This is an optimization exercise on Yosys and OpenROAD, whose aim is small area, not a production implementation.
Only simulation tests tie the RTL to the original design; equivalence was not proved.
Power figures rest on the tool's default switching activity, not on a simulated workload.

--- flow/config.mk ---
export PLATFORM = sky130hd
export DESIGN_NAME = matrix_ctrl
export DESIGN_NICKNAME = matrix_ctrl
export VERILOG_FILES = /design/flow/design.v
export SDC_FILE = /design/flow/constraint.sdc
export NUM_CORES = 4
export LEC_CHECK = 0
export CAP_MARGIN = 5
export CELL_PAD_IN_SITES_DETAIL_PLACEMENT = 1
export CELL_PAD_IN_SITES_GLOBAL_PLACEMENT = 1
export CORE_AREA = 25 25 175 175
export CTS_BUF_LIST = sky130_fd_sc_hd__clkbuf_8 sky130_fd_sc_hd__clkbuf_16
export DIE_AREA = 0 0 200 200
export PLACE_DENSITY = 0.5
export SETUP_SLACK_MARGIN = 0.02
export SLEW_MARGIN = 5
export SYNTH_HIERARCHICAL = 1
--- flow/constraint.sdc ---
create_clock -name core_clock -period 3.5 [get_ports {clk}]
set_input_delay 0.7000 -clock core_clock [delete_from_list [all_inputs] [get_ports {clk}]]
set_output_delay 0.7000 -clock core_clock [all_outputs]
set_load 0.01 [all_outputs]
--- flow/design.v ---
package mcu_pkg;
    typedef logic [28-1:0]       inst_t;
    typedef logic [12-1:0]       addr_t;
    typedef logic [(12 + 2)-1:0]        ptr_t;
    typedef logic [64-1:0]       data_t;
    typedef logic [6-1:0] upc_t;
    typedef logic [14-1:0]      uinst_t;
    typedef logic [11-1:0]       loop_t;
    typedef enum logic [1:0] {
        ST_IDLE,
        ST_FETCH,
        ST_DECODE,
        ST_EXEC
    } ctrl_state_t;
endpackage
module matrix_ctrl (
    input  logic            clk,
    input  logic            rstn,
    input  mcu_pkg::inst_t  inst,
    input  logic            inst_valid,
    input  mcu_pkg::data_t  mem_rd_data_0,
    input  mcu_pkg::data_t  mem_rd_data_1,
    input  mcu_pkg::data_t  mem_rd_data_2,
    input  mcu_pkg::data_t  mem_rd_data_3,
    output mcu_pkg::addr_t  mem_addr_0,
    output mcu_pkg::addr_t  mem_addr_1,
    output mcu_pkg::addr_t  mem_addr_2,
    output mcu_pkg::addr_t  mem_addr_3,
    output logic            mem_wr_en_0,
    output logic            mem_wr_en_1,
    output logic            mem_wr_en_2,
    output logic            mem_wr_en_3,
    output mcu_pkg::data_t  a_data,
    output mcu_pkg::data_t  b_data,
    output mcu_pkg::data_t  c_data,
    output logic            macs_en,
    output logic            macs_signal,
    output logic            finish
);
    localparam logic [3:0] S_IDLE  = 4'd1,
                           S_FETCH = 4'd2,
                           S_D0    = 4'd3,
                           S_D1    = 4'd4,
                           S_D2    = 4'd5,
                           S_D3    = 4'd6,
                           S_D4    = 4'd7,
                           S_D5    = 4'd8,
                           S_E0    = 4'd9,
                           S_MK0   = 4'd10,
                           S_MK1   = 4'd11,
                           S_MA    = 4'd12,
                           S_MB    = 4'd13,
                           S_WEN   = 4'd14,
                           S_DONE  = 4'd15;
    logic [3:0]  st, st_n;
    logic        sgn;              
    logic [3:0]  ic;               
    logic        cx;               
    logic [5:0]  lp;               
    logic [13:0] sa, sb, sc;       
    logic [13:0] pa, pb, pc;       
    logic        z;                
    wire s_fetch = (st == S_FETCH);
    wire s_d0    = (st == S_D0);
    wire s_d1    = (st == S_D1);
    wire s_d2    = (st == S_D2);
    wire s_d3    = (st == S_D3);
    wire s_d4    = (st == S_D4);
    wire s_d5    = (st == S_D5);
    wire s_mk0   = (st == S_MK0);
    wire s_mk1   = (st == S_MK1);
    wire s_mac   = (st == S_MA) | (st == S_MB);
    wire s_wen   = (st == S_WEN);
    wire s_done  = (st == S_DONE);
    wire [10:0] cnt  = {cx, ic, lp};
    wire        last = (cnt == 11'd0);
    always_comb begin
        st_n = st + 4'd1;
        case (st)
            S_FETCH: if (!inst_valid) st_n = S_FETCH;
            S_E0:    if (!cx) st_n = S_DONE;
            S_WEN:   if (!last) st_n = S_MK1;
            S_DONE:  st_n = S_IDLE;
            default: ;
        endcase
    end
    always_ff @(posedge clk or negedge rstn) begin
        if (!rstn) begin
            st  <= S_IDLE;
            sgn <= 1'b0;
        end else begin
            st <= st_n;
            if (s_fetch) sgn <= inst[12] & (inst[27:25] == 3'b100);
        end
    end
    always_ff @(posedge clk) begin
        if (s_fetch) begin
            cx     <= (inst[27:25] == 3'b100);
            ic     <= inst[16:13];
            lp     <= inst[11:6];
        end else if (s_mk0) begin
            ic     <= '0;
            cx     <= 1'b0;
        end else if (s_mk1) begin
            {cx, ic, lp} <= cnt - 11'd1;
        end
        sc[13:8] <= mem_rd_data_0[13:8];
        sc[7:0]  <= s_fetch ? {inst[24:21], inst[20:17]} : mem_rd_data_0[7:0];
        sb <= sc;
        sa <= sb;
    end
    function automatic logic [11:0] bump(input logic [11:0] p, input logic inc);
        logic c;
        c = inc;
        for (int k = 0; k < 12; k++) begin
            bump[k] = p[k] ^ c;
            c = c & p[k];
        end
    endfunction
    always_ff @(posedge clk or negedge rstn) begin
        if (!rstn) z <= 1'b1;
        else if (s_d5) z <= 1'b0;
    end
    always_ff @(posedge clk) begin
        pa <= s_d5 ? sa : {pa[13:12], bump(pa[11:0], s_mac)};
        pb <= s_d5 ? sb : {pb[13:12], bump(pb[11:0], s_mac)};
        pc <= s_d5 ? sc : {pc[13:12], bump(pc[11:0], s_wen)};
    end
    wire [1:0] ka = pa[13:12] & {2{~z}};    
    wire [1:0] kb = pb[13:12] & {2{~z}};
    wire [1:0] kc = pc[13:12] & {2{~z}};
    assign macs_en     = s_mac;
    assign finish      = s_done;
    assign macs_signal = sgn & ~s_fetch & ~s_d0;
    wire [3:0] dsel = {kc[1] & ~kc[0], kc[1] & kc[0], ~kc[1] & ~kc[0], ~kc[1] & kc[0]};
    assign mem_wr_en_0 = s_wen & dsel[0];
    assign mem_wr_en_1 = s_wen & dsel[1];
    assign mem_wr_en_2 = s_wen & dsel[2];
    assign mem_wr_en_3 = s_wen & dsel[3];
    logic [3:0] ha, hb, hc;
    always_comb begin
        for (int p = 0; p < 4; p++) begin
            ha[p] = (ka == 2'(p));
            hb[p] = (kb == 2'(p));
            hc[p] = (kc == 2'(p));
        end
    end
    wire tbl = s_d1 | s_d2 | s_d3;
    logic [3:0] uc, ub, ua;
    always_comb begin
        for (int p = 0; p < 4; p++) begin
            uc[p] = (pc[13] == p[1]) & ~z;
            ub[p] = (pb[13:12] == 2'(p)) & ~z & ~uc[p];
            ua[p] = (pa[13:12] == 2'(p)) & ~z & ~(pb[13:12] == 2'(p)) & ~uc[p];
        end
    end
    wire       nz0 = uc[0] | ub[0] | ua[0];
    sel6_12 u_m0 (.n({~uc[0] | tbl, ~ub[0] | tbl, ~ua[0] | tbl}), .nz(nz0 & ~tbl),
                  .m({~s_d3, ~s_d2, ~s_d1}), .nzt(nz0 | tbl),
                  .d2(pc[11:0]), .d1(pb[11:0]), .d0(pa[11:0]), .t2(ic), .t1(sa[3:0]), .t0(sb[7:4]), .y(mem_addr_0));
    sel3_12 u_m1 (.n(~{uc[1], ub[1], ua[1]}), .nz(uc[1] | ub[1] | ua[1]),
                  .d2(pc[11:0]), .d1(pb[11:0]), .d0(pa[11:0]), .y(mem_addr_1));
    sel3_12 u_m2 (.n(~{uc[2], ub[2], ua[2]}), .nz(uc[2] | ub[2] | ua[2]),
                  .d2(pc[11:0]), .d1(pb[11:0]), .d0(pa[11:0]), .y(mem_addr_2));
    sel3_12 u_m3 (.n(~{uc[3], ub[3], ua[3]}), .nz(uc[3] | ub[3] | ua[3]),
                  .d2(pc[11:0]), .d1(pb[11:0]), .d0(pa[11:0]), .y(mem_addr_3));
    sel4_64 u_a (.n(~ha), .d0(mem_rd_data_0), .d1(mem_rd_data_1), .d2(mem_rd_data_2), .d3(mem_rd_data_3), .y(a_data));
    sel4_64 u_b (.n(~hb), .d0(mem_rd_data_0), .d1(mem_rd_data_1), .d2(mem_rd_data_2), .d3(mem_rd_data_3), .y(b_data));
    sel4_64 u_c (.n(~hc), .d0(mem_rd_data_0), .d1(mem_rd_data_1), .d2(mem_rd_data_2), .d3(mem_rd_data_3), .y(c_data));
endmodule
module sel4_64 (
    input  logic [3:0]  n,
    input  logic [63:0] d0, d1, d2, d3,
    output logic [63:0] y
);
    assign y = (d0 | {64{n[0]}}) & (d1 | {64{n[1]}}) & (d2 | {64{n[2]}}) & (d3 | {64{n[3]}});
endmodule
module sel3_12 (
    input  logic [2:0]  n,
    input  logic        nz,
    input  logic [11:0] d2, d1, d0,
    output logic [11:0] y
);
    assign y = (d2 | {12{n[2]}}) & (d1 | {12{n[1]}}) & (d0 | {12{n[0]}}) & {12{nz}};
endmodule
module sel6_12 (
    input  logic [2:0]  n,
    input  logic        nz,
    input  logic [2:0]  m,
    input  logic        nzt,
    input  logic [11:0] d2, d1, d0,
    input  logic [3:0]  t2, t1, t0,
    output logic [11:0] y
);
    wire [11:0] w = (d2 | {12{n[2]}}) & (d1 | {12{n[1]}}) & (d0 | {12{n[0]}});
    assign y[11:4] = w[11:4] & {8{nz}};
    assign y[3:0]  = w[3:0] & (t2 | {4{m[2]}}) & (t1 | {4{m[1]}}) & (t0 | {4{m[0]}}) & {4{nzt}};
endmodule
--- flow/flow/run.sh ---
#!/bin/bash
# Standard ORFS layout with two changes: buf_1 as the port buffer cell, and
# clock tree synthesis without dummy loads.
set -o pipefail
export BUFFER_PORTS_ARGS="-buffer_cell sky130_fd_sc_hd__buf_1"
export CTS_ARGS="-sink_clustering_enable -repair_clock_nets -buf_list {sky130_fd_sc_hd__clkbuf_8 sky130_fd_sc_hd__clkbuf_16} -dont_use_dummy_load"
bash standard.sh > standard.log 2>&1
--- flow/standard.sh ---
#!/bin/bash
# synth_recipe.tcl (not shown) runs the flow's synth.tcl, then flattens the netlist and writes it again
# the make line also repeats each setting of config.mk as NAME=value (left out here)
make -C /OpenROAD-flow-scripts/flow DESIGN_CONFIG=/design/flow/config.mk WORK_HOME=/design/flow/orfs CLKGATE_MAP_FILE= SYNTH_SCRIPT=/design/flow/synth_recipe.tcl "${@:-finish}"
==> results.ini, run 1 <==
[sta]
clock_skew_ns = 0.02395
maxSlewHeadroom = 0.4237
fin_crit_sh = 0.9684
setup_viol = 0
drv_slew = 0
hold_viol_final = 0
rsz0062_at_grt = no
worstMarginPinSlew_ns = 0.8644
max_clock_freq_mhz = 295.0
tns_ns = 0
finalCriticalPeriod_ns = 3.389

[placement]
place_hpwl_um = 51530
numPlacedInstances = 1983
gp_congestion = 0.9431
io_buffers = 527

[floorplan]
num_io_pins = 534
fp.dieH_um = 200
die_area_um2 = 40000
rows = 54
coreArea_um2 = 21960
die_w_um = 200
initial_core_util = 0.4063

[synth]
synthCells = 1256
syn-mean-instance-area_um2 = 7.104
synthesis.nets = 1581
syn_area_um2 = 8922
synth_warnings = 7
yosysSeqAreaShare = 0.2493
ys_types = 49
async_flop_share = 0.05941
ys_ff_latch = 101
synth-edff-count = 17
synthFlopType = dfxtp_1

[grt]
grt_pass1_vias = 12640
antenna_found_initial = 32
grt_pass1_wl_um = 88590
grt_max_degree = 65
track_usage = 0.2863
gr-total-overflow = 0

[clock_network]
h-tree-depth = 3
cts_num_sinks = 101
clkTransAtPathRegs_ns = 0.07
cts_tree = yes
numCtsBuffers = 9
cts.hold.buffers_added = 0
cts_root_buffer = clkbuf_16
cts_buffer_depth = 2
clk_latency_ns = 0.36

[critical_path]
crit_fanout = 3
path_buf_inv = 1
critPathTopFamily = adder cells
critPathCaptureType = register
path_cells = inv_1, ha_2, o211a_4, ha_2, ha_1, ha_1, ha_1, ha_1, ha_1, ha_1, ha_1, ha_2, ha_1, ha_1, xnor2_1, a21oi_1
cp.required_ns = 3.73
max_stage_delay_ns = 0.53
crit_type = reg2reg
worst_setup_path_start_kind = register
worstPathArrival_ns = 3.62
cp_common_cell = ha_1
crit_slowest_cell = dfstp_2

[route]
drt_iter0_drc = 1286
ant_nets = 0
viasPerCell = 6.206
post_drt_wl_per_cell_um = 31.64
drcViolationCount = 0
first_pass_iters = 8
vias = 12520
wirelength_um = 63810

[layout]
fin_nets = 2042
area.growth.synth_to_final_pct = 23.04
n_fill_cell = 3123
final_cell_mix = buf_1, o22ai_1, nor2_1, nand2_1, dfxtp_1
final_common_cell = buf_1
drive_gt1_frac = 0.05015
instances_no_fill = 2017

[pwr]
power_density_nw_per_um2 = 621.3
leakage_nw = 3.984
ir_worst_vdd_v = 0.0003010

[job]
max_cap_viol_count = 0

[run_status]
outcome = complete, no violations

[worst_hold_path]
hold_class = in2async

-- repair_timing --
item                                    4_1_cts  5_1_grt
setup buffers                                 0        3
hold endpoints to repair                      0        0
endpoints found under the setup margin        0       22
gates resized for setup                       0       10
-- cells in the mapped netlist, types with 3 or more instances --
library cell,n,area (um2)
xor2_1,5,43.79
nor2b_1,10,62.56
nand3b_1,3,22.52
nor3_2,4,40.04
ha_1,38,475.5
clkbuf_1,10,37.54
o21ai_1,15,75.07
nor2_1,263,987.2
xnor2_1,7,61.31
clkbuf_4,3,22.52
o21ai_0,46,230.2
nand2_1,147,551.8
dfrtp_1,4,100.1
o22ai_1,433,2709
nand2b_1,5,31.28
a21oi_1,10,50.05
buf_6,48,540.5
nor3_1,3,15.01
buf_2,9,45.04
buf_4,45,337.8
edfxtp_1,17,510.5
dfxtp_1,78,1562
inv_1,11,41.29
nand3_1,8,40.04
-- modules after synthesis, one instance, submodules excluded --
module	flops+latches	times used	cells inside	area, um2
sel3_12	0	3	40	209.0
matrix_ctrl	101	1	429	4088
sel6_12	0	1	47	296.5
sel4_64	0	3	220	1304
-- worst paths after layout --
check                                       end             from  slack, ns  cells after the start
worst max-delay path             pa[11]$_DFF_P_  st[0]$_DFF_PN1_       0.11                     16
worst min-delay path            st[1]$_DFF_PN0_             rstn       0.28                      1
worst max register to register   pa[11]$_DFF_P_  st[0]$_DFF_PN1_       0.11                     16
worst min register to register   sa[12]$_DFF_P_   sb[12]$_DFF_P_       0.34                      0
max in group asynchronous         z$_DFFE_PN1P_             rstn       2.86                      1
min in group core_clock          sa[12]$_DFF_P_   sb[12]$_DFF_P_       0.34                      0
-- layer usage --
layer | part of all wire | wire (um) | vias up | GRT usage
met4 | 0.038 | 2420 | 20 | 0.1294
li1 | - | - | 5677 | -
met2 | 0.51 | 32290 | 686 | 0.4909
met5 | 0.0020 | 129 | - | 0
met3 | 0.11 | 7226 | 131 | 0.1277
met1 | 0.34 | 21750 | 6003 | 0.2932
-- final cells by class --
cell class / count / area [um2] / area share
diodes: 22 / 55.05 / 0.005015
clock buffers: 9 / 225.2 / 0.02052
inverters: 12 / 45.04 / 0.004103
multi-input cells: 1027 / 5732 / 0.5221
flip-flops and latches: 101 / 2225 / 0.2026
well taps: 280 / 350.3 / 0.03191
repair buffers: 566 / 2346 / 0.2137
-- stage by stage --
step | hold WS [ns] | power (mW) | setup WS, ns | instance area [um2] | util
5_1_grt | 0.2940 | 7.304 | 0.01485 | 10970 | 0.4996
4_1_cts | 0.2726 | 6.788 | 0.03575 | 10860 | 0.4945
2_1_floorplan | 0.3265 | 4.288 | 0.1023 | 8922 | -
3_3_place_gp | 0.3289 | 5.818 | 0.09402 | 10630 | 0.4842
6_report | 0.2844 | 6.820 | 0.1106 | 10980 | 0.4999
3_5_place_dp | 0.3441 | 5.922 | 0.03420 | 10630 | 0.4842
-- registers in the layout, summed over array words and instances (netlist names) --
signal  flops
sc         14
pb         14
pa         14
lp          6
sb         14
st          4
sa         14
pc         14
z           1
sgn         1
cx          1
ic          4
-- cell families (layout without fill, tap and decap cells) --
| kind of cell | Yosys count | after routing | synth area share |
|---|---|---|---|
| AO/OA/AOI/OAI | 521 | 521 | 0.3607 |
| XOR/XNOR | 12 | 12 | 0.01178 |
| adder cells (fa/ha/maj) | 38 | 38 | 0.05329 |
| buffers and inverters | 128 | 587 | 0.1158 |
| flip-flops | 101 | 101 | 0.2493 |
| multiplexers | 1 | 1 | 0.001262 |
| other | 0 | 22 | 0 |
| AND/OR/NAND/NOR | 455 | 455 | 0.2078 |
-- power breakdown --
part	internal [mW]	switching, mW	total [mW]	leakage (nW)
Clock	0.454	0.396	0.850	0.111
Combinational	1.32	2.52	3.84	2.99
Sequential	1.61	0.519	2.13	0.881
Total	3.38	3.44	6.82	3.98
-- worst register-to-register path: stages, from the launching register on --
cell and delay (ns):
dfstp_2 0.53, inv_1 0.06, ha_2 0.19, o211a_4 0.27
ha_2 0.17, ha_1 0.17, ha_1 0.18, ha_1 0.18
ha_1 0.18, ha_1 0.18, ha_1 0.19, ha_1 0.19
ha_2 0.18, ha_1 0.18, ha_1 0.19, xnor2_1 0.14
a21oi_1 0.08
==> run 2: changes to the inputs <==
==> flow/config.mk (replaced) <==
export PLATFORM = sky130hd
export DESIGN_NAME = matrix_ctrl
export DESIGN_NICKNAME = matrix_ctrl
export VERILOG_FILES = /design/flow/design.v
export SDC_FILE = /design/flow/constraint.sdc
export NUM_CORES = 4
export LEC_CHECK = 0
export CAP_MARGIN = 0
export CELL_PAD_IN_SITES_DETAIL_PLACEMENT = 1
export CELL_PAD_IN_SITES_GLOBAL_PLACEMENT = 1
export CORE_AREA = 25 25 175 175
export CTS_BUF_LIST = sky130_fd_sc_hd__clkbuf_8 sky130_fd_sc_hd__clkbuf_16
export DIE_AREA = 0 0 200 200
export PLACE_DENSITY = 0.5
export SETUP_SLACK_MARGIN = 0
export SLEW_MARGIN = 0
export SYNTH_HIERARCHICAL = 1
==> results.ini, run 2 <==
[critical_path]
crit_type = reg2reg  ; unchanged
cp.required_ns = 3.73  ; about the same
rr_startpoint = st[0]$_DFF_PN1_  ; unchanged
critPathCaptureType = register  ; unchanged
worst_setup_path_start_kind = register  ; unchanged
r2r-end = pa[11]$_DFF_P_  ; unchanged
reg2reg_depth = 16  ; unchanged
worstPathArrival_ns = 3.65  ; was 3.62 ns
rrSetupSlack_ns = 0.08  ; was 0.11 ns
crit_fanout = 3  ; unchanged

[sta]
hold_viol_final = 0  ; unchanged
maxSlewHeadroom = 0.4293  ; was 0.4237
drv_slew = 0  ; unchanged
tns_ns = 0  ; unchanged
fin_crit_sh = 0.9778  ; was 0.9684
setup_viol = 0  ; unchanged
max_clock_freq_mhz = 292.2  ; was 295.0 MHz
finalCriticalPeriod_ns = 3.422  ; was 3.389 ns
clock_skew_ns = 0.02376  ; was 0.02395 ns
worstMarginPinSlew_ns = 0.8561  ; was 0.8644 ns

[placement]
numPlacedInstances = 1983  ; unchanged
placed_cell_area_um2 = 10630  ; unchanged
place_hpwl_um = 51530  ; unchanged
io_buffers = 527  ; unchanged
gp_congestion = 0.9431  ; unchanged

[route]
vias = 12600  ; was 12520
post_drt_wl_per_cell_um = 31.61  ; was 31.64 um
wirelength_um = 63750  ; was 63810 um
wl_met1_um = 21380  ; was 21750 um
dr_wl_met2_um = 32110  ; was 32290 um
ant_nets = 0  ; unchanged
drt_iter0_drc = 1294  ; was 1286
viasPerCell = 6.248  ; was 6.206
top_layer = met5  ; unchanged
drcViolationCount = 0  ; unchanged
first_pass_iters = 5  ; was 8
wl_met3_um = 7506  ; was 7226 um

[synth]
synth_top_cell_area_share = 0.3036  ; unchanged
syn-mean-instance-area_um2 = 7.104  ; unchanged
synth-edff-count = 17  ; unchanged
yosys.area.top_type = o22ai_1  ; unchanged
yosysSeqAreaShare = 0.2493  ; unchanged
ys_types = 49  ; unchanged
synthFlopType = dfxtp_1  ; unchanged
async_flop_share = 0.05941  ; unchanged
synth_warnings = 7  ; unchanged
synthCells = 1256  ; unchanged
synth.area.top_cells = o22ai_1, dfxtp_1, nor2_1  ; unchanged
synth_most_common_cell = o22ai_1  ; unchanged
ys_ff_latch = 101  ; unchanged
synth_commonest_cells = o22ai_1, nor2_1, nand2_1, dfxtp_1, buf_6  ; unchanged
synthesis.nets = 1581  ; unchanged
syn_area_um2 = 8922  ; unchanged

[pwr]
ir_worst_vdd_v = 0.0003001  ; was 0.0003010 V
leakage_nw = 3.992  ; was 3.984 nW
power_density_nw_per_um2 = 620.4  ; was 621.3 nW/um2

[grt]
grt_max_degree = 65  ; unchanged
grt_pass1_wl_um = 88590  ; unchanged
gr-total-overflow = 0  ; unchanged
track_usage = 0.2863  ; unchanged
antenna_found_initial = 32  ; unchanged
grt_pass1_vias = 12640  ; unchanged

[layout]
instances_no_fill = 2017  ; unchanged
final_cell_mix = buf_1, o22ai_1, nor2_1, nand2_1, dfxtp_1  ; unchanged
fin_area_um2 = 10970  ; was 10980 um2
area.growth.synth_to_final_pct = 22.93  ; was 23.04%
fin_nets = 2042  ; unchanged
drive_gt1_frac = 0.04898  ; was 0.05015
final_common_cell = buf_1  ; unchanged
utilization = 0.4995  ; was 0.4999

[clock_network]
cts_buffer_depth = 2  ; unchanged
numCtsBuffers = 9  ; unchanged
cts_tree = yes  ; unchanged
h-tree-depth = 3  ; unchanged
cts_root_buffer = clkbuf_16  ; unchanged
cts_num_sinks = 101  ; unchanged
clk_latency_ns = 0.36  ; about the same
cts.hold.buffers_added = 0  ; unchanged
clkTransAtPathRegs_ns = 0.07  ; about the same

[floorplan]
num_io_pins = 534  ; unchanged
rows = 54  ; unchanged
coreArea_um2 = 21960  ; unchanged
die_area_um2 = 40000  ; unchanged
initial_core_util = 0.4063  ; unchanged
fp.dieH_um = 200  ; unchanged
die_w_um = 200  ; unchanged

[worst_hold_path]
hold_class = in2async  ; unchanged

[run_status]
outcome = complete, no violations  ; unchanged

[job]
max_cap_viol_count = 0  ; unchanged

[run 2: cell types whose count changed in the layout (fill, tap and decap cells not counted)]
cell,change
ha_1,+1
ha_2,-1
o211a_1,+1
o211a_4,-1
[run 2: stage by stage]
step | hold WS (ns) | setup WS, ns | power, mW
2_1_floorplan | 0.3265 | 0.1023 | 4.288
3_3_place_gp | 0.3289 | 0.09402 | 5.818
3_5_place_dp | 0.3441 | 0.03420 | 5.922
4_1_cts | 0.2726 | 0.03575 | 6.788
5_1_grt | 0.2940 | -0.01962 | 7.291
6_report | 0.2844 | 0.07777 | 6.804
[run 2: cell families after synthesis]
logic type | Yosys count | synth area share
AND/OR/NAND/NOR | 455 | 0.2078
AO/OA/AOI/OAI | 521 | 0.3607
flip-flops | 101 | 0.2493
adder cells (fa/ha/maj) | 38 | 0.05329
buffers and inverters | 128 | 0.1158
XOR/XNOR | 12 | 0.01178
multiplexers | 1 | 0.001262
[run 2: how the worst max path moves through the flow]
stage,from,to,depth (start not counted)
3_5_place_dp,st[0]$_DFF_PN1_,pb[11]$_DFF_P_,16
2_1_floorplan,st[0]$_DFF_PN1_,pc[11]$_DFF_P_,18
5_1_grt,st[0]$_DFF_PN1_,pa[11]$_DFF_P_,16
6_report,st[0]$_DFF_PN1_,pa[11]$_DFF_P_,16
3_3_place_gp,st[0]$_DFF_PN1_,pa[11]$_DFF_P_,16
4_1_cts,st[0]$_DFF_PN1_,pa[11]$_DFF_P_,16
[run 2: timing repair]
action,in CTS,in global routing
setup endpoints to repair,0,19
setup buffers,0,3
gates resized for setup,0,8
[run 2: power by group]
group / internal (mW) / switching [mW]
combinational: 1.31 / 2.52
clock: 0.454 / 0.395
sequential: 1.61 / 0.516
total: 3.38 / 3.43
[run 2: metal layers]
layer / vias to the layer above / GRT usage
met1: 6015 / 0.2932
met5: - / 0
met4: 20 / 0.1294
met3: 165 / 0.1277
li1: 5678 / -
met2: 725 / 0.4909
[run 2: critical path, cell delays in order, from the launching register on]
cell	delay, ns
dfstp_2	0.53
inv_1	0.07
ha_2	0.19
o211a_1	0.28
ha_1	0.20
ha_1	0.18
ha_1	0.18
ha_1	0.18
ha_1	0.18
ha_1	0.18
ha_1	0.19
ha_1	0.19
ha_2	0.18
ha_1	0.18
ha_1	0.19
xnor2_1	0.14
a21oi_1	0.08
[run 2: final cells by class]
class / count / area (um2)
Antenna cell: 22 / 55.05
Clock buffer: 9 / 225.2
Fill cell: 3122 / 10990
Inverter: 12 / 45.04
Multi-Input combinational cell: 1027 / 5722
Sequential cell: 101 / 2225
Tap cell: 280 / 350.3
Timing Repair Buffer: 566 / 2346
[run 2: Yosys stat by module (local to each module, per instance)]
module / area (um2) / cells / flops+latches
sel6_12: 296.5 / 47 / 0
sel3_12: 209.0 / 40 / 0
sel4_64: 1304 / 220 / 0
matrix_ctrl: 4088 / 429 / 101
==> run 3: changes to the inputs <==
==> flow/flow/run.sh (replaced) <==
#!/bin/bash
# Standard ORFS layout with two changes: buf_1 as the port buffer cell, and
# clock tree synthesis without dummy loads.
set -o pipefail
export BUFFER_PORTS_ARGS="-buffer_cell sky130_fd_sc_hd__buf_1"
export CTS_ARGS="-sink_clustering_enable -repair_clock_nets -buf_list {sky130_fd_sc_hd__clkbuf_8 sky130_fd_sc_hd__clkbuf_16} -root_buf sky130_fd_sc_hd__clkbuf_16 -sink_clustering_buffer sky130_fd_sc_hd__clkbuf_8 -dont_use_dummy_load"
bash standard.sh > standard.log 2>&1
==> results.ini, run 3 <==
[clock_network]
cts_root_buffer = clkbuf_16  ; unchanged
clkTransAtPathRegs_ns = 0.07  ; about the same
numCtsBuffers = 9  ; unchanged
h-tree-depth = 3  ; unchanged
cts_buffer_depth = 2  ; unchanged
cts_tree = yes  ; unchanged
clk_latency_ns = 0.36  ; about the same
cts_num_sinks = 101  ; unchanged
cts.hold.buffers_added = 0  ; unchanged

[route]
viasPerCell = 6.248  ; unchanged
drcViolationCount = 0  ; unchanged
ant_nets = 0  ; unchanged
post_drt_wl_per_cell_um = 31.61  ; unchanged
wirelength_um = 63750  ; unchanged
vias = 12600  ; unchanged
first_pass_iters = 5  ; unchanged
drt_iter0_drc = 1294  ; unchanged

[placement]
dp_slack_ns = 0.03420  ; unchanged
gp_congestion = 0.9431  ; unchanged
io_buffers = 527  ; unchanged
place_hpwl_um = 51530  ; unchanged
placed_cell_area_um2 = 10630  ; unchanged

[sta]
clock_skew_ns = 0.02376  ; unchanged
maxSlewHeadroom = 0.4293  ; unchanged
drv_slew = 0  ; unchanged
finalCriticalPeriod_ns = 3.422  ; unchanged
setup_viol = 0  ; unchanged
setup_ws_ns = 0.07777  ; unchanged
fin_crit_sh = 0.9778  ; unchanged
hold_viol_final = 0  ; unchanged
max_clock_freq_mhz = 292.2  ; unchanged
tns_ns = 0  ; unchanged
worstMarginPinSlew_ns = 0.8561  ; unchanged

[synth]
synth.area.top_cells = o22ai_1, dfxtp_1, nor2_1  ; unchanged
syn_area_um2 = 8922  ; unchanged
synth_warnings = 7  ; unchanged
ys_types = 49  ; unchanged
synth_top_cell_area_share = 0.3036  ; unchanged
synthCells = 1256  ; unchanged
synthesis.nets = 1581  ; unchanged
synthFlopType = dfxtp_1  ; unchanged
synth-edff-count = 17  ; unchanged
yosysSeqAreaShare = 0.2493  ; unchanged
yosys.area.top_type = o22ai_1  ; unchanged
synth_commonest_cells = o22ai_1, nor2_1, nand2_1, dfxtp_1, buf_6  ; unchanged
ys_ff_latch = 101  ; unchanged
syn-mean-instance-area_um2 = 7.104  ; unchanged
synth_most_common_cell = o22ai_1  ; unchanged
async_flop_share = 0.05941  ; unchanged

[floorplan]
rows = 54  ; unchanged
die_area_um2 = 40000  ; unchanged
die_w_um = 200  ; unchanged
initial_core_util = 0.4063  ; unchanged
coreArea_um2 = 21960  ; unchanged
num_io_pins = 534  ; unchanged
fp.dieH_um = 200  ; unchanged

[layout]
drive_gt1_frac = 0.04898  ; unchanged
final_common_cell = buf_1  ; unchanged
utilization = 0.4995  ; unchanged
fin_area_um2 = 10970  ; unchanged
final_cell_mix = buf_1, o22ai_1, nor2_1, nand2_1, dfxtp_1  ; unchanged
fin_nets = 2042  ; unchanged
area.growth.synth_to_final_pct = 22.93  ; unchanged

[job]
max_cap_viol_count = 0  ; unchanged

[grt]
antenna_found_initial = 32  ; unchanged
track_usage = 0.2863  ; unchanged
gr-total-overflow = 0  ; unchanged
grt_pass1_vias = 12640  ; unchanged
grt_max_degree = 65  ; unchanged
grt_pass1_wl_um = 88590  ; unchanged

[critical_path]
crit_fanout = 3  ; unchanged
crit_type = reg2reg  ; unchanged
max_stage_delay_ns = 0.53  ; about the same
crit_slowest_cell = dfstp_2  ; unchanged
critPathCaptureType = register  ; unchanged
path_cells = inv_1, ha_2, o211a_1, ha_1, ha_1, ha_1, ha_1, ha_1, ha_1, ha_1, ha_1, ha_2, ha_1, ha_1, xnor2_1, a21oi_1  ; unchanged
worstPathArrival_ns = 3.65  ; about the same
cp_common_cell = ha_1  ; unchanged
worst_setup_path_start_kind = register  ; unchanged
cp.required_ns = 3.73  ; about the same

[run_status]
outcome = complete, no violations  ; unchanged

[pwr]
ir_worst_vdd_v = 0.0003001  ; unchanged
leakage_nw = 3.992  ; unchanged
total_power_mw = 6.804  ; unchanged
power_density_nw_per_um2 = 620.4  ; unchanged

[worst_hold_path]
hold_class = in2async  ; unchanged

## run 3: kinds of logic after synthesis
family,share of synthesized area
AOI/OAI and AO/OA,0.3607
and+or+nand+nor,0.2078
buffers and inverters,0.1158
DFF,0.2493
adders and majority gates,0.05329
xor gates and xnor gates,0.01178
muxes,0.001262
## run 3: timing repair
| item | in CTS | in global routing |
|---|---|---|
| setup buffers | 0 | 3 |
| endpoints found under the setup margin | 0 | 19 |
| resized for setup | 0 | 8 |
## run 3: critical path, delay by kind of cell (launching register included)
family	cells	cell delay, ns
fa+ha+maj	12	2.22
xor+xnor	1	0.14
buf+inv	1	0.07
flops	1	0.53
compound gates	2	0.36
## run 3: final timing paths
path	from	to	slack [ns]	cells past startpoint
worst max-delay path	st[0]$_DFF_PN1_	pa[11]$_DFF_P_	0.08	16
max in group asynchronous	rstn	z$_DFFE_PN1P_	2.86	1
worst min register to register	sb[12]$_DFF_P_	sa[12]$_DFF_P_	0.34	0
worst min-delay path	rstn	st[1]$_DFF_PN0_	0.28	1
min in group core_clock	sb[12]$_DFF_P_	sa[12]$_DFF_P_	0.34	0
worst max register to register	st[0]$_DFF_PN1_	pa[11]$_DFF_P_	0.08	16
## run 3: modules after synthesis, one instance, submodules excluded
module | cells inside | area, um2 | times used
sel4_64 | 220 | 1304 | 3
matrix_ctrl | 429 | 4088 | 1
sel6_12 | 47 | 296.5 | 1
sel3_12 | 40 | 209.0 | 3
## run 3: power breakdown
| part | switching, mW | leakage (nW) | total (mW) | internal [mW] |
|---|---|---|---|---|
| Clock | 0.395 | 0.111 | 0.849 | 0.454 |
| Sequential | 0.516 | 0.881 | 2.13 | 1.61 |
| Combinational | 2.52 | 3.00 | 3.83 | 1.31 |
## run 3: stage by stage
stage,cells,hold slack [ns]
detailed placement,1983,0.3441
global placement,1983,0.3289
finish,2017,0.2844
floorplan,1256,0.3265
CTS,1992,0.2726
global route,2014,0.2940
## run 3: final cells by class
type	count	area [um2]
Tap cell	280	350.3
Antenna cell	22	55.05
Sequential cell	101	2225
Timing Repair Buffer	566	2346
Multi-Input combinational cell	1027	5722
Clock buffer	9	225.2
Fill cell	3122	10990
Inverter	12	45.04
## run 3: per-layer routing
metal	GRT usage	routed length, um	vias up
li1	-	-	5678
met1	0.2932	21380	6015
met2	0.4909	32110	725
met3	0.1277	7506	165
met4	0.1294	2627	20
met5	0	129	-
==> run 4: changes to the inputs <==
==> flow/flow/run.sh (replaced) <==
#!/bin/bash
# Standard ORFS layout with two changes: buf_1 as the port buffer cell, and
# clock tree synthesis without dummy loads.
set -o pipefail
export BUFFER_PORTS_ARGS="-buffer_cell sky130_fd_sc_hd__buf_1"
export CTS_ARGS="-sink_clustering_enable -repair_clock_nets -buf_list sky130_fd_sc_hd__clkbuf_8 -dont_use_dummy_load"
bash standard.sh > standard.log 2>&1
--- a/flow/config.mk
+++ b/flow/config.mk
@@ -8,10 +8,10 @@
 export CAP_MARGIN = 0
 export CELL_PAD_IN_SITES_DETAIL_PLACEMENT = 1
 export CELL_PAD_IN_SITES_GLOBAL_PLACEMENT = 1
-export CORE_AREA = 25 25 175 175
+export CORE_AREA = 27 27 173 173
 export CTS_BUF_LIST = sky130_fd_sc_hd__clkbuf_8 sky130_fd_sc_hd__clkbuf_16
 export DIE_AREA = 0 0 200 200
-export PLACE_DENSITY = 0.5
+export PLACE_DENSITY = 0.55
 export SETUP_SLACK_MARGIN = 0
 export SLEW_MARGIN = 0
 export SYNTH_HIERARCHICAL = 1
==> results.ini, run 4 <==
[pwr]
seqPwrFrac = 0.316  ; was 0.313
ir_worst_vdd_v = 0.0002433  ; was 0.0003001 V
power_density_nw_per_um2 = 605.8  ; was 620.4 nW/um2
combPwrFrac = 0.592  ; was 0.563
internal_power_mw = 3.191  ; was 3.377 mW
p_sw_frac = 0.5210  ; was 0.5037
pwr-share-clk = 0.092  ; was 0.125
total_power_mw = 6.661  ; was 6.804 mW
netSwitchingPower_mw = 3.470  ; was 3.427 mW
leakage_nw = 3.960  ; was 3.992 nW

[layout]
drive_gt1_frac = 0.05478  ; was 0.04898
final_cell_mix = buf_1, o22ai_1, nor2_1, nand2_1, dfxtp_1  ; unchanged
area.growth.synth_to_final_pct = 23.24  ; was 22.93%
n_fill_cell = 3001  ; was 3122
final_common_cell = buf_1  ; unchanged
instances_no_fill = 2010  ; was 2017
fin_nets = 2043  ; was 2042
fin_area_um2 = 11000  ; was 10970 um2

[critical_path]
crit_type = reg2out  ; was reg2reg
critPathCaptureType = output pin  ; was register
path_buf_inv = 5  ; was 1
crit_fanout = 8  ; was 3
critPathTopFamily = buffers and inverters  ; was adder cells
cp_common_cell = buf_4  ; was ha_1
worstPathArrival_ns = 2.73  ; was 3.65 ns
worst_setup_path_start_kind = register  ; unchanged
path_cells = inv_1, ha_1, buf_4, o31ai_2, buf_4, nand4b_1, buf_4, o22a_1, o21ai_1, nor3_2, buf_1  ; was inv_1, ha_2, o211a_1, ha_1, ha_1, ha_1, ha_1, ha_1, ha_1, ha_1, ha_1, ha_2, ha_1, ha_1, xnor2_1, a21oi_1
crit_slowest_cell = dfstp_2  ; unchanged
rrSetupSlack_ns = 0.09  ; was 0.08 ns
max_stage_delay_ns = 0.55  ; was 0.53 ns
cp.required_ns = 2.80  ; was 3.73 ns

[clock_network]
clkTransAtPathRegs_ns = 0.09  ; was 0.07 ns
numCtsBuffers = 9  ; unchanged
cts_root_buffer = clkbuf_8  ; was clkbuf_16
h-tree-depth = 3  ; unchanged
cts_num_sinks = 101  ; unchanged
cts_tree = yes  ; unchanged
clk_latency_ns = 0.39  ; was 0.36 ns
cts_buffer_depth = 2  ; unchanged
cts.hold.buffers_added = 0  ; unchanged

[grt]
grt_max_degree = 66  ; was 65
gr-total-overflow = 0  ; unchanged
track_usage = 0.2914  ; was 0.2863
antenna_found_initial = 20  ; was 32
grt_pass1_wl_um = 90850  ; was 88590 um
grt_pass1_vias = 12670  ; was 12640

[sta]
max_clock_freq_mhz = 291.3  ; was 292.2 MHz
clock_skew_ns = 0.01519  ; was 0.02376 ns
fin_crit_sh = 0.9808  ; was 0.9778
hold_viol_final = 0  ; unchanged
worstMarginPinSlew_ns = 0.7362  ; was 0.8561 ns
drv_slew = 0  ; unchanged
maxSlewHeadroom = 0.5092  ; was 0.4293
setup_viol = 0  ; unchanged
finalCriticalPeriod_ns = 3.433  ; was 3.422 ns

[synth]
synthCells = 1256  ; unchanged
async_flop_share = 0.05941  ; unchanged
synth.area.top_cells = o22ai_1, dfxtp_1, nor2_1  ; unchanged
yosys.area.top_type = o22ai_1  ; unchanged
ys_ff_latch = 101  ; unchanged
synth_commonest_cells = o22ai_1, nor2_1, nand2_1, dfxtp_1, buf_6  ; unchanged
syn-mean-instance-area_um2 = 7.104  ; unchanged
synth_warnings = 7  ; unchanged
syn_area_um2 = 8922  ; unchanged
synth_most_common_cell = o22ai_1  ; unchanged
ys_types = 49  ; unchanged
yosysSeqAreaShare = 0.2493  ; unchanged
synthesis.nets = 1581  ; unchanged
synthFlopType = dfxtp_1  ; unchanged
synth_top_cell_area_share = 0.3036  ; unchanged
synth-edff-count = 17  ; unchanged

[placement]
place_hpwl_um = 52310  ; was 51530 um
io_buffers = 527  ; unchanged
numPlacedInstances = 1980  ; was 1983
gp_congestion = 0.9546  ; was 0.9431
placed_cell_area_um2 = 10720  ; was 10630 um2

[worst_hold_path]
hold_class = in2async  ; unchanged

[run_status]
outcome = complete, no violations  ; unchanged

[route]
vias = 12750  ; was 12600
wirelength_um = 65330  ; was 63750 um
viasPerCell = 6.343  ; was 6.248
drcViolationCount = 0  ; unchanged
ant_nets = 0  ; unchanged
first_pass_iters = 7  ; was 5
drt_iter0_drc = 1444  ; was 1294
post_drt_wl_per_cell_um = 32.50  ; was 31.61 um

[floorplan]
coreArea_um2 = 21020  ; was 21960 um2
num_io_pins = 534  ; unchanged
die_w_um = 200  ; unchanged
die_area_um2 = 40000  ; unchanged
rows = 53  ; was 54
initial_core_util = 0.4244  ; was 0.4063
fp.dieH_um = 200  ; unchanged

[job]
max_cap_viol_count = 0  ; unchanged

[run 4: per-layer routing]
metal  GRT usage  vias to the layer above  part of all wire
met5           0                        -           0.00073
met1      0.3073                     6140              0.34
li1            -                     5673                 -
met2      0.5133                      805              0.52
met4      0.1037                        8             0.028
met3      0.1113                      124              0.11
[run 4: cells by family after synthesis]
| logic type | Yosys count | share of synthesized area |
|---|---|---|
| AOI/OAI and AO/OA | 521 | 0.3607 |
| xor gates and xnor gates | 12 | 0.01178 |
| adders and majority gates | 38 | 0.05329 |
| buffers and inverters | 128 | 0.1158 |
| DFF | 101 | 0.2493 |
| muxes | 1 | 0.001262 |
| and+or+nand+nor | 455 | 0.2078 |
[run 4: worst register-to-register path: stages, from the launching register on]
cell,delay [ns]
dfstp_2,0.55
inv_1,0.06
ha_2,0.19
o211a_4,0.25
ha_2,0.17
ha_1,0.18
ha_1,0.19
ha_1,0.20
ha_1,0.20
ha_1,0.19
ha_1,0.18
ha_2,0.19
ha_4,0.16
ha_1,0.17
ha_1,0.18
xnor2_1,0.13
a21oi_1,0.08
[run 4: worst paths after layout]
check | from | to | cells past startpoint
min in group core_clock | sb[12]$_DFF_P_ | sa[12]$_DFF_P_ | 0
worst min-delay path | rstn | st[2]$_DFF_PN0_ | 1
worst min register to register | sb[12]$_DFF_P_ | sa[12]$_DFF_P_ | 0
max in group asynchronous | rstn | z$_DFFE_PN1P_ | 1
worst max-delay path | st[0]$_DFF_PN1_ | mem_addr_0[0] | 11
worst max register to register | st[0]$_DFF_PN1_ | pa[11]$_DFF_P_ | 16
[run 4: timing repair]
action                                  CTS  global route
buffers inserted                          1             1
pin swaps                                 2             5
resized for setup                         5            17
endpoints found under the setup margin    3            28
[run 4: through the flow]
stage                     hold slack (ns)  TNS [ns]    util  setup WS (ns)
final                              0.2361         0  0.5231        0.06729
after global routing               0.2502  -0.05148  0.5227       -0.04266
after CTS                          0.2385         0  0.5166      0.0007776
after detailed placement           0.3352  -0.02775  0.5098       -0.02775
after global placement             0.3320         0  0.5098        0.06218
after floorplan                    0.3265         0       -         0.1023
[run 4: final cells by class]
class	instances	area, um2	area share
Multi-Input combinational cell	1027	5794	0.5270
Clock buffer	9	123.9	0.01127
Timing Repair Buffer	567	2416	0.2197
Antenna cell	19	47.55	0.004324
Sequential cell	101	2225	0.2023
Tap cell	275	344.1	0.03129
Inverter	12	45.04	0.004097
[run 4: power by group through the flow]
stage / Combinational [mW] / Clock, mW / Sequential, mW
CTS: 3.90 / 0.619 / 2.07
floorplan: 2.37 / 0 / 1.91
global placement: 3.77 / 0 / 2.08
finish: 3.95 / 0.611 / 2.10
detailed placement: 3.87 / 0 / 2.09
global route: 4.30 / 0.664 / 2.15
[run 4: Yosys stat by module, one instance, submodules excluded]
module | times used | cells
matrix_ctrl | 1 | 429
sel3_12 | 3 | 40
sel4_64 | 3 | 220
sel6_12 | 1 | 47
==> run 5: changes to the inputs <==
--- a/flow/config.mk
+++ b/flow/config.mk
@@ -8,10 +8,10 @@
 export CAP_MARGIN = 0
 export CELL_PAD_IN_SITES_DETAIL_PLACEMENT = 1
 export CELL_PAD_IN_SITES_GLOBAL_PLACEMENT = 1
-export CORE_AREA = 27 27 173 173
+export CORE_AREA = 25 25 175 175
 export CTS_BUF_LIST = sky130_fd_sc_hd__clkbuf_8 sky130_fd_sc_hd__clkbuf_16
 export DIE_AREA = 0 0 200 200
-export PLACE_DENSITY = 0.55
+export PLACE_DENSITY = 0.45
 export SETUP_SLACK_MARGIN = 0
 export SLEW_MARGIN = 0
 export SYNTH_HIERARCHICAL = 1
==> results.ini, run 5 <==
[floorplan]
num_io_pins = 534  ; unchanged
rows = 54  ; was 53
die_area_um2 = 40000  ; unchanged
initial_core_util = 0.4063  ; was 0.4244
coreArea_um2 = 21960  ; was 21020 um2
fp.dieH_um = 200  ; unchanged
die_w_um = 200  ; unchanged

[route]
viasPerCell = 6.281  ; was 6.343
drt_iter0_drc = 1210  ; was 1444
first_pass_iters = 6  ; was 7
wirelength_um = 63590  ; was 65330 um
post_drt_wl_per_cell_um = 31.56  ; was 32.50 um
drcViolationCount = 0  ; unchanged
vias = 12660  ; was 12750
ant_nets = 0  ; unchanged

[synth]
synthFlopType = dfxtp_1  ; unchanged
synthCells = 1256  ; unchanged
async_flop_share = 0.05941  ; unchanged
synth_top_cell_area_share = 0.3036  ; unchanged
synth_warnings = 7  ; unchanged
yosysSeqAreaShare = 0.2493  ; unchanged
synth-edff-count = 17  ; unchanged
synth_commonest_cells = o22ai_1, nor2_1, nand2_1, dfxtp_1, buf_6  ; unchanged
yosys.area.top_type = o22ai_1  ; unchanged
syn-mean-instance-area_um2 = 7.104  ; unchanged
ys_types = 49  ; unchanged
synth.area.top_cells = o22ai_1, dfxtp_1, nor2_1  ; unchanged
synthesis.nets = 1581  ; unchanged
ys_ff_latch = 101  ; unchanged
syn_area_um2 = 8922  ; unchanged
synth_most_common_cell = o22ai_1  ; unchanged

[sta]
finalCriticalPeriod_ns = 3.420  ; was 3.433 ns
max_clock_freq_mhz = 292.4  ; was 291.3 MHz
hold_viol_final = 0  ; unchanged
drv_slew = 0  ; unchanged
clock_skew_ns = 0.03627  ; was 0.01519 ns
worstMarginPinSlew_ns = 0.8709  ; was 0.7362 ns
holdWs_ns = 0.2583  ; was 0.2361 ns
maxSlewHeadroom = 0.4194  ; was 0.5092
tns_ns = 0  ; unchanged
fin_crit_sh = 0.9771  ; was 0.9808
setup_viol = 0  ; unchanged
rsz0062_at_grt = no

[clock_network]
numCtsBuffers = 9  ; unchanged
cts_tree = yes  ; unchanged
h-tree-depth = 3  ; unchanged
cts_root_buffer = clkbuf_8  ; unchanged
clk_latency_ns = 0.38  ; was 0.39 ns
clkTransAtPathRegs_ns = 0.10  ; was 0.09 ns
cts_num_sinks = 101  ; unchanged
cts_buffer_depth = 2  ; unchanged

[run_status]
outcome = complete, no violations  ; unchanged

[layout]
area.growth.synth_to_final_pct = 21.76  ; was 23.24%
final_common_cell = buf_1  ; unchanged
utilization = 0.4948  ; was 0.5231
fin_nets = 2042  ; was 2043
drive_gt1_frac = 0.04956  ; was 0.05478
instances_no_fill = 2015  ; was 2010
n_fill_cell = 3118  ; was 3001
final_cell_mix = buf_1, o22ai_1, nor2_1, nand2_1, dfxtp_1  ; unchanged

[pwr]
internal_power_mw = 3.153  ; was 3.191 mW
p_sw_frac = 0.5184  ; was 0.5210
pwr-share-clk = 0.091  ; was 0.092
combPwrFrac = 0.585  ; was 0.592
power_density_nw_per_um2 = 602.7  ; was 605.8 nW/um2
ir_worst_vdd_v = 0.0002424  ; was 0.0002433 V
netSwitchingPower_mw = 3.394  ; was 3.470 mW
leakage_nw = 3.943  ; was 3.960 nW
seqPwrFrac = 0.325  ; was 0.316
total_power_mw = 6.548  ; was 6.661 mW

[job]
max_cap_viol_count = 0  ; unchanged

[critical_path]
crit_fanout = 3  ; was 8
rrSetupSlack_ns = 0.08  ; was 0.09 ns
r2r-end = pa[11]$_DFF_P_  ; unchanged
worst_setup_path_start_kind = register  ; unchanged
critPathCaptureType = register  ; was output pin
reg2reg_depth = 16  ; unchanged
cp.required_ns = 3.76  ; was 2.80 ns
worstPathArrival_ns = 3.68  ; was 2.73 ns
rr_startpoint = st[0]$_DFF_PN1_  ; unchanged
startpoint = st[0]$_DFF_PN1_  ; unchanged
crit_type = reg2reg  ; was reg2out

[placement]
place_hpwl_um = 51530  ; was 52310 um
io_buffers = 527  ; unchanged
numPlacedInstances = 1983  ; was 1980
gp_congestion = 0.9431  ; was 0.9546

[grt]
grt_max_degree = 65  ; was 66
grt_pass1_wl_um = 88440  ; was 90850 um
grt_pass1_vias = 12610  ; was 12670
track_usage = 0.2853  ; was 0.2914
gr-total-overflow = 0  ; unchanged
antenna_found_initial = 29  ; was 20

[worst_hold_path]
hold_class = in2async  ; unchanged

[run 5: repair_timing]
item,CTS,global route
setup buffers,0,3
hold buffers,0,0
resized for setup,0,9
endpoints found under the setup margin,0,24
[run 5: kinds of logic after synthesis]
| group | Yosys count | synth area share |
|---|---|---|
| muxes | 1 | 0.001262 |
| DFF | 101 | 0.2493 |
| adders and majority gates | 38 | 0.05329 |
| AOI/OAI and AO/OA | 521 | 0.3607 |
| and+or+nand+nor | 455 | 0.2078 |
| xor gates and xnor gates | 12 | 0.01178 |
| buffers and inverters | 128 | 0.1158 |
[run 5: metrics by stage]
| stage | instance area (um2) | setup slack, ns |
|---|---|---|
| 2_1_floorplan | 8922 | 0.1023 |
| 3_3_place_gp | 10630 | 0.09402 |
| 3_5_place_dp | 10630 | 0.03420 |
| 4_1_cts | 10760 | 0.008282 |
| 5_1_grt | 10850 | 0.008781 |
| 6_report | 10860 | 0.08032 |
[run 5: final cells by class]
class	instances	area [um2]	share of cell area
antenna	20	50.05	0.004607
clock buffer	9	123.9	0.01140
inverter	12	45.04	0.004146
multi-input combinational	1027	5724	0.5269
sequential	101	2225	0.2048
tap	280	350.3	0.03225
timing repair buffer	566	2346	0.2159
[run 5: power by group through the flow]
stage                     registers (mW)  logic, mW  clock network [mW]
final                               2.13       3.83               0.593
after global routing                2.17       4.21               0.649
after CTS                           2.10       3.82               0.606
after detailed placement            2.13       3.79                   0
after global placement              2.11       3.71                   0
after floorplan                     1.91       2.37                   0
[run 5: worst max-delay path: stages (launching register included)]
cell and delay, ns:
dfstp_2 0.54, inv_1 0.06, ha_2 0.18, o211a_1 0.28, ha_1 0.20, ha_1 0.18, ha_1 0.18, ha_1 0.18
ha_1 0.18, ha_1 0.18, ha_1 0.18, ha_1 0.18, ha_2 0.18, ha_2 0.16, ha_1 0.18, xnor2_1 0.17
a21oi_1 0.10
[run 5: routing by layer]
| layer | global-route usage | wire length, um |
|---|---|---|
| met1 | 0.2877 | 21130 |
| met2 | 0.4907 | 31870 |
| met3 | 0.1333 | 7799 |
| met4 | 0.1278 | 2666 |
| met5 | 0 | 129 |
[run 5: worst max path at each step]
stage                          end  slack [ns]  depth (start not counted)
detailed placement  pb[11]$_DFF_P_        0.03                         16
finish              pa[11]$_DFF_P_        0.08                         16
global placement    pa[11]$_DFF_P_        0.09                         16
CTS                 pa[11]$_DFF_P_       0.008                         16
floorplan           pc[11]$_DFF_P_        0.10                         18
global route        pa[11]$_DFF_P_       0.009                         16
[run 5: Yosys stat by module, one instance, submodules excluded]
module / area [um2] / flops+latches / times used
sel6_12: 296.5 / 0 / 1
sel4_64: 1304 / 0 / 3
sel3_12: 209.0 / 0 / 3
matrix_ctrl: 4088 / 101 / 1
==> run 6: changes to the inputs <==
--- a/flow/config.mk
+++ b/flow/config.mk
@@ -11,7 +11,7 @@
 export CORE_AREA = 25 25 175 175
 export CTS_BUF_LIST = sky130_fd_sc_hd__clkbuf_8 sky130_fd_sc_hd__clkbuf_16
 export DIE_AREA = 0 0 200 200
-export PLACE_DENSITY = 0.45
+export PLACE_DENSITY = 0.5
 export SETUP_SLACK_MARGIN = 0
 export SLEW_MARGIN = 0
 export SYNTH_HIERARCHICAL = 1
==> results.ini, run 6 <==
[run_status]
outcome = complete, no violations  ; unchanged

[floorplan]
rows = 54  ; unchanged
num_io_pins = 534  ; unchanged
initial_core_util = 0.4063  ; unchanged
coreArea_um2 = 21960  ; unchanged
die_w_um = 200  ; unchanged
die_area_um2 = 40000  ; unchanged
fp.dieH_um = 200  ; unchanged

[route]
drt_iter0_drc = 1210  ; unchanged
first_pass_iters = 6  ; unchanged
vias = 12660  ; unchanged
ant_nets = 0  ; unchanged
wirelength_um = 63590  ; unchanged
drcViolationCount = 0  ; unchanged
viasPerCell = 6.281  ; unchanged
post_drt_wl_per_cell_um = 31.56  ; unchanged

[synth]
yosys.area.top_type = o22ai_1  ; unchanged
synth_most_common_cell = o22ai_1  ; unchanged
synth_top_cell_area_share = 0.3036  ; unchanged
synthCells = 1256  ; unchanged
syn-mean-instance-area_um2 = 7.104  ; unchanged
syn_area_um2 = 8922  ; unchanged
synth_commonest_cells = o22ai_1, nor2_1, nand2_1, dfxtp_1, buf_6  ; unchanged
ys_types = 49  ; unchanged
ys_ff_latch = 101  ; unchanged
synthesis.nets = 1581  ; unchanged
synth-edff-count = 17  ; unchanged
synth.area.top_cells = o22ai_1, dfxtp_1, nor2_1  ; unchanged
yosysSeqAreaShare = 0.2493  ; unchanged
async_flop_share = 0.05941  ; unchanged
synth_warnings = 7  ; unchanged
synthFlopType = dfxtp_1  ; unchanged

[sta]
holdWs_ns = 0.2583  ; unchanged
setup_viol = 0  ; unchanged
worstMarginPinSlew_ns = 0.8709  ; unchanged
fin_crit_sh = 0.9771  ; unchanged
rsz0062_at_grt = no  ; unchanged
drv_slew = 0  ; unchanged
finalCriticalPeriod_ns = 3.420  ; unchanged
max_clock_freq_mhz = 292.4  ; unchanged
setup_ws_ns = 0.08032  ; unchanged
tns_ns = 0  ; unchanged
maxSlewHeadroom = 0.4194  ; unchanged
clock_skew_ns = 0.03627  ; unchanged
hold_viol_final = 0  ; unchanged

[layout]
area.growth.synth_to_final_pct = 21.76  ; unchanged
multi_input_area_um2 = 5724  ; unchanged
final_common_cell = buf_1  ; unchanged
final_cell_mix = buf_1, o22ai_1, nor2_1, nand2_1, dfxtp_1  ; unchanged
n_fill_cell = 3118  ; unchanged
ff_latch_area_um2 = 2225  ; unchanged
drive_gt1_frac = 0.04956  ; unchanged
fin_nets = 2042  ; unchanged

[placement]
place_hpwl_um = 51530  ; unchanged
io_buffers = 527  ; unchanged
dp_slack_ns = 0.03420  ; unchanged
gp_congestion = 0.9431  ; unchanged

[pwr]
internal_power_mw = 3.153  ; unchanged
pwr-share-clk = 0.091  ; about the same
p_sw_frac = 0.5184  ; unchanged
ir_worst_vdd_v = 0.0002424  ; unchanged
combPwrFrac = 0.585  ; about the same
leakage_nw = 3.943  ; unchanged
seqPwrFrac = 0.325  ; about the same
power_density_nw_per_um2 = 602.7  ; unchanged
netSwitchingPower_mw = 3.394  ; unchanged

[grt]
gr-total-overflow = 0  ; unchanged
grt_max_degree = 65  ; unchanged
track_usage = 0.2853  ; unchanged
grt_pass1_wl_um = 88440  ; unchanged
grt_pass1_vias = 12610  ; unchanged
antenna_found_initial = 29  ; unchanged

[worst_hold_path]
hold_class = in2async  ; unchanged

[job]
max_cap_viol_count = 0  ; unchanged

[clock_network]
cts_tree = yes  ; unchanged
cts_buffer_depth = 2  ; unchanged
numCtsBuffers = 9  ; unchanged
cts_num_sinks = 101  ; unchanged
cts.hold.buffers_added = 0  ; unchanged
cts_root_buffer = clkbuf_8  ; unchanged
h-tree-depth = 3  ; unchanged
clk_latency_ns = 0.38  ; about the same
clkTransAtPathRegs_ns = 0.10  ; about the same

[critical_path]
crit_slowest_cell = dfstp_2  ; unchanged
cp_common_cell = ha_1  ; unchanged
critPathCaptureType = register  ; unchanged
worst_setup_path_start_kind = register  ; unchanged
crit_fanout = 3  ; unchanged
path_cells = inv_1, ha_2, o211a_1, ha_1, ha_1, ha_1, ha_1, ha_1, ha_1, ha_1, ha_1, ha_2, ha_2, ha_1, xnor2_1, a21oi_1  ; unchanged
path_buf_inv = 1  ; unchanged
worstPathArrival_ns = 3.68  ; about the same
cp.required_ns = 3.76  ; about the same
crit_type = reg2reg  ; unchanged
max_stage_delay_ns = 0.54  ; about the same
critPathTopFamily = adder cells  ; unchanged

-- run 6: cell counts after synthesis --
No cell type changed its count.
-- run 6: final cells by class --
cell class | instances | share of cell area
timing repair buffer | 566 | 0.2159
multi-input combinational | 1027 | 0.5269
sequential | 101 | 0.2048
antenna | 20 | 0.004607
tap | 280 | 0.03225
inverter | 12 | 0.004146
clock buffer | 9 | 0.01140
-- run 6: per-module statistics from Yosys, one instance, submodules excluded --
module	times used	cell area, um2	cells	flops+latches
matrix_ctrl	1	4088	429	101
sel3_12	3	209.0	40	0
sel4_64	3	1304	220	0
sel6_12	1	296.5	47	0
-- run 6: stage by stage --
step	cell area, um2	instances	util	power [mW]
floorplan	8922	1256	-	4.288
CTS	10760	1992	0.4899	6.524
global route	10850	2011	0.4943	7.032
global placement	10630	1983	0.4842	5.818
detailed placement	10630	1983	0.4842	5.922
finish	10860	2015	0.4948	6.548
-- run 6: routing by layer --
layer | global-route usage | wire length (um) | vias up
met5 | 0 | 129 | -
met4 | 0.1278 | 2666 | 20
met2 | 0.4907 | 31870 | 782
met3 | 0.1333 | 7799 | 173
li1 | - | - | 5680
met1 | 0.2877 | 21130 | 6001
-- run 6: cell families (layout without fill, tap and decap cells) --
| group | count (synthesis) | in the layout | synth area share |
|---|---|---|---|
| adders and majority gates | 38 | 38 | 0.05329 |
| AOI/OAI and AO/OA | 521 | 521 | 0.3607 |
| muxes | 1 | 1 | 0.001262 |
| DFF | 101 | 101 | 0.2493 |
| other | 0 | 20 | 0 |
| and+or+nand+nor | 455 | 455 | 0.2078 |
| buffers and inverters | 128 | 587 | 0.1158 |
| xor gates and xnor gates | 12 | 12 | 0.01178 |
-- run 6: power groups by stage --
stage               clock (mW)  combinational [mW]  sequential, mW
finish                   0.593                3.83            2.13
global route             0.649                4.21            2.17
CTS                      0.606                3.82            2.10
detailed placement           0                3.79            2.13
global placement             0                3.71            2.11
floorplan                    0                2.37            1.91
-- run 6: worst reg2reg max path: cells and delay by family (launching register included) --
kind,cells,cell delay [ns]
flip-flops,1,0.54
buffers and inverters,1,0.06
adder cells (fa/ha/maj),12,2.18
XOR/XNOR,1,0.17
AO/OA/AOI/OAI,2,0.38
-- run 6: path summary, 6_finish.rpt --
kind                                        end  slack (ns)       startpoint  cells after the start
min in group core_clock          sa[12]$_DFF_P_        0.32   sb[12]$_DFF_P_                      0
worst min-delay path            st[2]$_DFF_PN0_        0.26             rstn                      1
worst max register to register   pa[11]$_DFF_P_        0.08  st[0]$_DFF_PN1_                     16
max in group asynchronous         z$_DFFE_PN1P_        2.87             rstn                      1
worst min register to register   sa[12]$_DFF_P_        0.32   sb[12]$_DFF_P_                      0
worst max-delay path             pa[11]$_DFF_P_        0.08  st[0]$_DFF_PN1_                     16
-- run 6: repair_timing --
item                                    CTS  global route
setup buffers                             0             3
gates resized for setup                   0             9
endpoints found under the setup margin    0            24
endpoints found under the hold margin     0             0
==> run 7: changes to the inputs <==
--- a/flow/config.mk
+++ b/flow/config.mk
@@ -8,7 +8,7 @@
 export CAP_MARGIN = 0
 export CELL_PAD_IN_SITES_DETAIL_PLACEMENT = 1
 export CELL_PAD_IN_SITES_GLOBAL_PLACEMENT = 1
-export CORE_AREA = 25 25 175 175
+export CORE_AREA = 22 22 178 178
 export CTS_BUF_LIST = sky130_fd_sc_hd__clkbuf_8 sky130_fd_sc_hd__clkbuf_16
 export DIE_AREA = 0 0 200 200
 export PLACE_DENSITY = 0.5
==> results.ini, run 7 <==
[synth]
synthXorXnorAreaFrac = 0.01178  ; unchanged
async_flop_share = 0.05941  ; unchanged
synth-compound-area-share = 0.3607  ; unchanged
synth_adder_area_share = 0.05329  ; unchanged
synthesis.nets = 1581  ; unchanged
synthFlopType = dfxtp_1  ; unchanged
synth_most_common_cell = o22ai_1  ; unchanged
synth.area.top_cells = o22ai_1, dfxtp_1, nor2_1  ; unchanged
ys_ff_latch = 101  ; unchanged
synth_top_cell_area_share = 0.3036  ; unchanged
synth_warnings = 7  ; unchanged
yosys.area.top_type = o22ai_1  ; unchanged
synth_mux_area_frac = 0.001262  ; unchanged
syn_area_um2 = 8922  ; unchanged
syn-mean-instance-area_um2 = 7.104  ; unchanged
synth-edff-count = 17  ; unchanged
synth_top_family_by_area = compound AO/OA/AOI/OAI gates  ; unchanged
ys_types = 49  ; unchanged
yosysSeqAreaShare = 0.2493  ; unchanged
synth_commonest_cells = o22ai_1, nor2_1, nand2_1, dfxtp_1, buf_6  ; unchanged
synthCells = 1256  ; unchanged
yosys.area_share.simple = 0.2078  ; unchanged

[run_status]
outcome = complete, no violations  ; unchanged

[placement]
gp_congestion = 0.9488  ; was 0.9431
placed_cell_area_um2 = 10770  ; was 10630 um2
io_buffers = 527  ; unchanged
place_hpwl_um = 50080  ; was 51530 um
dp_slack_ns = -0.02122  ; was 0.03420 ns

[critical_path]
path_cells = buf_4, ha_1, o211a_4, ha_2, ha_1, ha_2, ha_1, ha_1, ha_1, ha_1, ha_2, ha_4, ha_1, ha_2, xnor2_2, a21oi_1  ; was inv_1, ha_2, o211a_1, ha_1, ha_1, ha_1, ha_1, ha_1, ha_1, ha_1, ha_1, ha_2, ha_2, ha_1, xnor2_1, a21oi_1
crit_slowest_cell = dfstp_2  ; unchanged
startpoint = st[0]$_DFF_PN1_  ; unchanged
crit_fanout = 4  ; was 3
worst_setup_path_start_kind = register  ; unchanged
critPathCaptureType = register  ; unchanged
cp_common_cell = ha_1  ; unchanged
max_stage_delay_ns = 0.38  ; was 0.54 ns
cp.required_ns = 3.76  ; about the same
crit_type = reg2reg  ; unchanged
worstPathArrival_ns = 3.65  ; was 3.68 ns
rr_startpoint = st[0]$_DFF_PN1_  ; unchanged

[clock_network]
numCtsBuffers = 9  ; unchanged
cts_num_sinks = 101  ; unchanged
clkTransAtPathRegs_ns = 0.10  ; about the same
cts_buffer_depth = 2  ; unchanged
cts_root_buffer = clkbuf_8  ; unchanged
h-tree-depth = 3  ; unchanged
clk_latency_ns = 0.38  ; about the same
cts_tree = yes  ; unchanged

[route]
vias = 12540  ; was 12660
drcViolationCount = 0  ; unchanged
ant_nets = 0  ; unchanged
viasPerCell = 6.088  ; was 6.281
drt_iter0_drc = 1165  ; was 1210
post_drt_wl_per_cell_um = 30.68  ; was 31.56 um
first_pass_iters = 5  ; was 6
wirelength_um = 63170  ; was 63590 um

[sta]
setup_viol = 0  ; unchanged
fin_crit_sh = 0.9711  ; was 0.9771
tns_ns = 0  ; unchanged
hold_viol_final = 0  ; unchanged
maxSlewHeadroom = 0.5143  ; was 0.4194
drv_slew = 0  ; unchanged
clock_skew_ns = 0.02340  ; was 0.03627 ns
worstMarginPinSlew_ns = 0.7265  ; was 0.8709 ns
setup_ws_ns = 0.1012  ; was 0.08032 ns
max_clock_freq_mhz = 294.2  ; was 292.4 MHz
finalCriticalPeriod_ns = 3.399  ; was 3.420 ns

[floorplan]
coreArea_um2 = 23680  ; was 21960 um2
fp.dieH_um = 200  ; unchanged
die_area_um2 = 40000  ; unchanged
initial_core_util = 0.3767  ; was 0.4063
rows = 56  ; was 54
num_io_pins = 534  ; unchanged
die_w_um = 200  ; unchanged

[worst_hold_path]
hold_class = in2async  ; unchanged

[grt]
grt_pass1_wl_um = 87600  ; was 88440 um
grt_max_degree = 66  ; was 65
track_usage = 0.2831  ; was 0.2853
gr-total-overflow = 0  ; unchanged
antenna_found_initial = 19  ; was 29
grt_pass1_vias = 12450  ; was 12610

[layout]
ff_latch_area_um2 = 2225  ; unchanged
fin_area_um2 = 11060  ; was 10860 um2
fin_nets = 2045  ; was 2042
multi_input_area_um2 = 5782  ; was 5724 um2
final_cell_mix = buf_1, o22ai_1, nor2_1, nand2_1, dfxtp_1  ; unchanged
area.growth.synth_to_final_pct = 23.91  ; was 21.76%
n_fill_cell = 3402  ; was 3118
final_common_cell = buf_1  ; unchanged
drive_gt1_frac = 0.06228  ; was 0.04956

[pwr]
internal_power_mw = 3.198  ; was 3.153 mW
p_sw_frac = 0.5149  ; was 0.5184
ir_worst_vdd_v = 0.0003054  ; was 0.0002424 V
total_power_mw = 6.592  ; was 6.548 mW
pwr-share-clk = 0.090  ; was 0.091
seqPwrFrac = 0.323  ; was 0.325
netSwitchingPower_mw = 3.394  ; about the same
leakage_nw = 3.980  ; was 3.943 nW
combPwrFrac = 0.587  ; was 0.585
power_density_nw_per_um2 = 596.3  ; was 602.7 nW/um2

[job]
max_cap_viol_count = 0  ; unchanged

[run 7: cell counts after synthesis]
Identical to the previous run, type by type.
[run 7: layer usage]
metal	GRT usage	up-vias	wire (um)
met5	0	-	23
met4	0.1158	4	2690
met3	0.1029	139	6657
met2	0.4935	693	31590
met1	0.3030	6016	22220
li1	-	5684	-
[run 7: worst max-delay path, delay by kind of cell, from the launching register on]
kind | cells | cell delay, ns
flops | 1 | 0.38
fa+ha+maj | 12 | 2.22
buf+inv | 1 | 0.14
compound gates | 2 | 0.36
xor+xnor | 1 | 0.15
[run 7: path summary, 6_finish.rpt]
path                                   end  slack [ns]  depth (start not counted)
max                         pa[11]$_DFF_P_        0.10                         16
min                        st[3]$_DFF_PN0_        0.24                          1
max reg2reg                 pa[11]$_DFF_P_        0.10                         16
min reg2reg                  sa[0]$_DFF_P_        0.32                          0
max in group asynchronous    z$_DFFE_PN1P_        2.90                          1
min in group core_clock      sa[0]$_DFF_P_        0.32                          0
[run 7: cell type report]
type	instances	share of cell area
diodes	22	0.004980
clock buffers	9	0.01120
well taps	319	0.03610
inverters	12	0.004074
multi-input cells	1027	0.5230
flip-flops and latches	101	0.2012
repair buffers	569	0.2194
[run 7: timing repair]
item,in CTS,in global routing
setup endpoints to repair,13,24
buffers inserted,2,0
cloned,0,0
pin swaps,2,5
gates resized for setup,6,23
hold buffers,0,0
[run 7: per-module statistics from Yosys (local to each module, per instance)]
module	area, um2	times used
sel4_64	1304	3
sel3_12	209.0	3
matrix_ctrl	4088	1
sel6_12	296.5	1
[run 7: cells by family (layout without fill, tap and decap cells)]
family                   Yosys count  count (layout)
flip-flops                       101             101
XOR/XNOR                          12              12
multiplexers                       1               1
buffers and inverters            128             590
AND/OR/NAND/NOR                  455             455
other                              0              22
AO/OA/AOI/OAI                    521             521
adder cells (fa/ha/maj)           38              38
[run 7: power by group through the flow]
stage	clock [mW]	combinational, mW	sequential, mW
floorplan	0	2.37	1.91
global placement	0	3.73	2.11
detailed placement	0	3.81	2.12
CTS	0.611	3.83	2.10
global route	0.659	4.25	2.17
finish	0.595	3.87	2.13
[run 7: stage by stage]
| step | util | hold slack [ns] | instances |
|---|---|---|---|
| after floorplan | - | 0.3265 | 1256 |
| after global placement | 0.4549 | 0.3281 | 2026 |
| after detailed placement | 0.4549 | 0.3365 | 2026 |
| after CTS | 0.4614 | 0.2223 | 2037 |
| after global routing | 0.4662 | 0.2593 | 2053 |
| final | 0.4668 | 0.2411 | 2059 |

Re-timed with assumed drivers on the ports (clkbuf_16 on the clock, buf_2 on other inputs), run 7 has 0.101 ns of setup slack against 0.101 ns with ideal ports, and 0.101 ns once port delays also move by the mid clock arrival of 0.411 ns.
